What follows belongs to an exercise in optimizing a design on an open flow for small area, a short achievable clock period and few clock cycles per item; a production flow would make more cautious choices.
RTL that was checked went through simulation tests only; none was proved equivalent to the original.
Power figures rest on the tool's default switching activity, not on a simulated workload.

## ring_fifo_with_counters
module ring_fifo_with_counters (
   input  logic                          clock,
   input  logic                          reset,
   input  logic                          csr_wr_en,
   input  logic [rfc_pkg::CAP_W-1:0]     csr_wr_data,
   input  logic                          req_valid,
   output logic                          req_stall,
   input  logic                          req_op,
   input  logic [rfc_pkg::DATA_W-1:0]    req_data_in,
   output logic                          rsp_valid,
   input  logic                          rsp_stall,
   output logic                          rsp_status,
   output logic [rfc_pkg::DATA_W-1:0]    rsp_data_out,
   output logic                          rsp_is_empty,
   output logic                          rsp_is_full,
   output logic [rfc_pkg::OCC_W-1:0]     rsp_occupancy,
   output logic [rfc_pkg::STAT_W-1:0]    rsp_enqueue_count,
   output logic [rfc_pkg::STAT_W-1:0]    rsp_enqueue_full_count,
   output logic [rfc_pkg::STAT_W-1:0]    rsp_dequeue_count,
   output logic [rfc_pkg::STAT_W-1:0]    rsp_dequeue_empty_count
);
clock: 4.0 ns
lec_check: 0
abc_clock_period_in_ps: 2200
cap_margin: 20
core_margin: 2
core_utilization: 65
setup_slack_margin: 1.8
slew_margin: 20
standard.sh (not shown) runs the stock make flow with config.mk's settings and CLKGATE_MAP_FILE= SYNTH_SCRIPT=/design/flow/synth_recipe.tcl, a recipe that flattens the netlist after the stock synthesis.
==> flow/flow/run.sh <==
#!/bin/bash
# Own layout flow: the standard ORFS layout (standard.sh), except that the
# ports are buffered with a plain buffer cell instead of the resizer's default
# pick (a slow delay cell).
set -euo pipefail
export BUFFER_PORTS_ARGS="-buffer_cell sky130_fd_sc_hd__buf_2"
bash standard.sh > flow_make.log 2>&1
Testbench counts at the start, summed over its fixed seeds: cycles 14,424, items 14,400.
Edit:
--- a/flow/design.v
+++ b/flow/design.v
@@ -39,54 +39,47 @@
 endpackage
 module rfc_ram #(
    parameter int WIDTH  = 32,
    parameter int DEPTH  = 16,
    parameter int ADDR_W = 4
 ) (
    input  logic              clock,
    input  logic              wr_en,
    input  logic [ADDR_W-1:0] wr_addr,
    input  logic [WIDTH-1:0]  wr_data,
-   input  logic [DEPTH-1:0]  rd_sel,
+   input  logic [ADDR_W-1:0] rd_addr,
    output logic [WIDTH-1:0]  rd_data
 );
    logic [WIDTH-1:0] mem_ff [DEPTH];
    always_ff @(posedge clock) begin
       if (wr_en) begin
          mem_ff[wr_addr] <= wr_data;
       end
    end
-   always_comb begin
-      rd_data = '0;
-      for (int i = 0; i < DEPTH; i++) begin
-         rd_data |= mem_ff[i] & {WIDTH{rd_sel[i]}};
-      end
-   end
+   assign rd_data = mem_ff[rd_addr];
 endmodule
 module rfc_stats (
    input  logic                         clock,
    input  logic                         reset,
    input  rfc_pkg::stat_evt_type        evt,
    output logic [rfc_pkg::STAT_W-1:0]   enq_ok_cnt,
    output logic [rfc_pkg::STAT_W-1:0]   enq_full_cnt,
    output logic [rfc_pkg::STAT_W-1:0]   deq_ok_cnt,
    output logic [rfc_pkg::STAT_W-1:0]   deq_empty_cnt
 );
    logic [rfc_pkg::STAT_W-1:0] enq_ok_ff;
    logic [rfc_pkg::STAT_W-1:0] enq_full_ff;
    logic [rfc_pkg::STAT_W-1:0] deq_ok_ff;
    logic [rfc_pkg::STAT_W-1:0] deq_empty_ff;
    function automatic logic [rfc_pkg::STAT_W-1:0] sat_inc(
       input logic [rfc_pkg::STAT_W-1:0] v);
-      logic [rfc_pkg::STAT_W:0] s;
-      s = {1'b0, v} + (rfc_pkg::STAT_W+1)'(1);
-      sat_inc = s[rfc_pkg::STAT_W-1:0] | {rfc_pkg::STAT_W{s[rfc_pkg::STAT_W]}};
+      sat_inc = (v != '1) ? v + rfc_pkg::STAT_W'(1) : v;
    endfunction
    always_ff @(posedge clock) begin
       if (reset || evt.clear) begin
          enq_ok_ff    <= '0;
          enq_full_ff  <= '0;
          deq_ok_ff    <= '0;
          deq_empty_ff <= '0;
       end else begin
          if (evt.enq_ok)    enq_ok_ff    <= sat_inc(enq_ok_ff);
          if (evt.enq_full)  enq_full_ff  <= sat_inc(enq_full_ff);
@@ -115,21 +108,21 @@
    output logic                          rsp_is_empty,
    output logic                          rsp_is_full,
    output logic [rfc_pkg::OCC_W-1:0]     rsp_occupancy,
    output logic [rfc_pkg::STAT_W-1:0]    rsp_enqueue_count,
    output logic [rfc_pkg::STAT_W-1:0]    rsp_enqueue_full_count,
    output logic [rfc_pkg::STAT_W-1:0]    rsp_dequeue_count,
    output logic [rfc_pkg::STAT_W-1:0]    rsp_dequeue_empty_count
 );
    logic [rfc_pkg::CNT_W-1:0]       cap_ff;      
    logic [rfc_pkg::PTR_W-1:0]       wptr_ff;
-   logic [rfc_pkg::DEPTH-1:0]       rsel_ff;     
+   logic [rfc_pkg::PTR_W-1:0]       rptr_ff;
    logic [rfc_pkg::CNT_W-1:0]       fill_ff;
    logic                            empty_ff;
    logic                            full_ff;
    logic                            rsp_valid_ff;
    logic                            status_ff;
    logic [rfc_pkg::DATA_W-1:0]      data_ff;
    logic                            accept;
    logic                            is_enq, is_deq;
    logic [rfc_pkg::CNT_W-1:0]       fill_in;
    rfc_pkg::stat_evt_type           evt;
@@ -147,58 +140,58 @@
    end
    always_comb begin
       fill_in = fill_ff;
       if (evt.enq_ok) fill_in = fill_ff + rfc_pkg::CNT_W'(1);
       if (evt.deq_ok) fill_in = fill_ff - rfc_pkg::CNT_W'(1);
    end
    always_ff @(posedge clock) begin
       if (reset) begin
          cap_ff       <= rfc_pkg::CNT_W'(rfc_pkg::DEPTH);
          wptr_ff      <= '0;
-         rsel_ff      <= rfc_pkg::DEPTH'(1);
+         rptr_ff      <= '0;
          fill_ff      <= '0;
          empty_ff     <= 1'b1;
          full_ff      <= 1'b0;
          rsp_valid_ff <= 1'b0;
       end else if (csr_wr_en) begin
          cap_ff       <= rfc_pkg::eff_cap(csr_wr_data);
          wptr_ff      <= '0;
-         rsel_ff      <= rfc_pkg::DEPTH'(1);
+         rptr_ff      <= '0;
          fill_ff      <= '0;
          empty_ff     <= 1'b1;
          full_ff      <= 1'b0;
          rsp_valid_ff <= 1'b0;
       end else begin
          rsp_valid_ff <= accept || req_stall;
          if (evt.enq_ok) wptr_ff <= wptr_ff + rfc_pkg::PTR_W'(1);
-         if (evt.deq_ok) rsel_ff <= {rsel_ff[rfc_pkg::DEPTH-2:0], rsel_ff[rfc_pkg::DEPTH-1]};
+         if (evt.deq_ok) rptr_ff <= rptr_ff + rfc_pkg::PTR_W'(1);
          fill_ff  <= fill_in;
          empty_ff <= (fill_in == '0);
          full_ff  <= (fill_in == cap_ff);
       end
    end
    always_ff @(posedge clock) begin
       if (!req_stall) begin
          status_ff <= (req_op == rfc_pkg::OP_ENQ) ? full_ff : empty_ff;
          data_ff   <= ((req_op == rfc_pkg::OP_DEQ) && !empty_ff) ? rd_data : '0;
       end
    end
    rfc_ram #(
       .WIDTH  (rfc_pkg::ELEM_WIDTH),
       .DEPTH  (rfc_pkg::DEPTH),
       .ADDR_W (rfc_pkg::PTR_W)
    ) u_ram (
       .clock   (clock),
       .wr_en   (!fill_ff[rfc_pkg::CNT_W-1]),
       .wr_addr (wptr_ff),
       .wr_data (req_data_in[rfc_pkg::ELEM_WIDTH-1:0]),
-      .rd_sel  (rsel_ff),
+      .rd_addr (rptr_ff),
       .rd_data (rd_data)
    );
    rfc_stats u_stats (
       .clock         (clock),
       .reset         (reset),
       .evt           (evt),
       .enq_ok_cnt    (rsp_enqueue_count),
       .enq_full_cnt  (rsp_enqueue_full_count),
       .deq_ok_cnt    (rsp_dequeue_count),
       .deq_empty_cnt (rsp_dequeue_empty_count)
The new run passed the timing, design-rule and antenna checks.
Total power rose by 2.4%.
Clock power rose by 6.5%.
Global-route usage rose by 0.54 points.
Core utilization rose by 1.2 points.
Register-to-register slack got worse by 0.14 ns.
Cell area rose by 6.9%.
Wire length rose by 5.3%.
Setup slack got worse by 0.11 ns.
Sequential power fell by about 2%.
Die area rose by 5.0%.
Sequential share of layout area fell by 4.6 points.
Synthesized area rose by 5.1%.
Only the layout flow was run in the second run of this note; the RTL was not checked for function there.

## port drivers added, routing unchanged
Ports are ideal in the flow. The routed layouts listed here were re-timed in OpenROAD.
Step 1 sets driving cells, clkbuf_16 on the clock port and buf_2 on the other inputs (assumed; they add their load-dependent delay and slew).
Step 2 also shifts input and output timing later by t, the mid clock arrival at the registers, as if the neighbouring blocks saw the same clock.
Slacks: ideal ports / drivers / drivers and shift; pairs: ideal ports / drivers.
run | t, ns | setup slack, ns | clock arrival spread, ns | worst register clock-pin slew, ns | pins driven straight from the clock port
the first run | 0.665 | 1.856 / 1.795 / 1.247 | 0.027 / 0.027 | 0.07 / 0.07 | 1
the second run | 0.657 | 1.751 / 1.751 / 1.214 | 0.026 / 0.026 | 0.07 / 0.07 | 1
After both steps setup and hold are still met in every run listed. The setup slack of the first run, which loses most, moves by -0.061 ns with the drivers and by -0.609 ns with both steps.
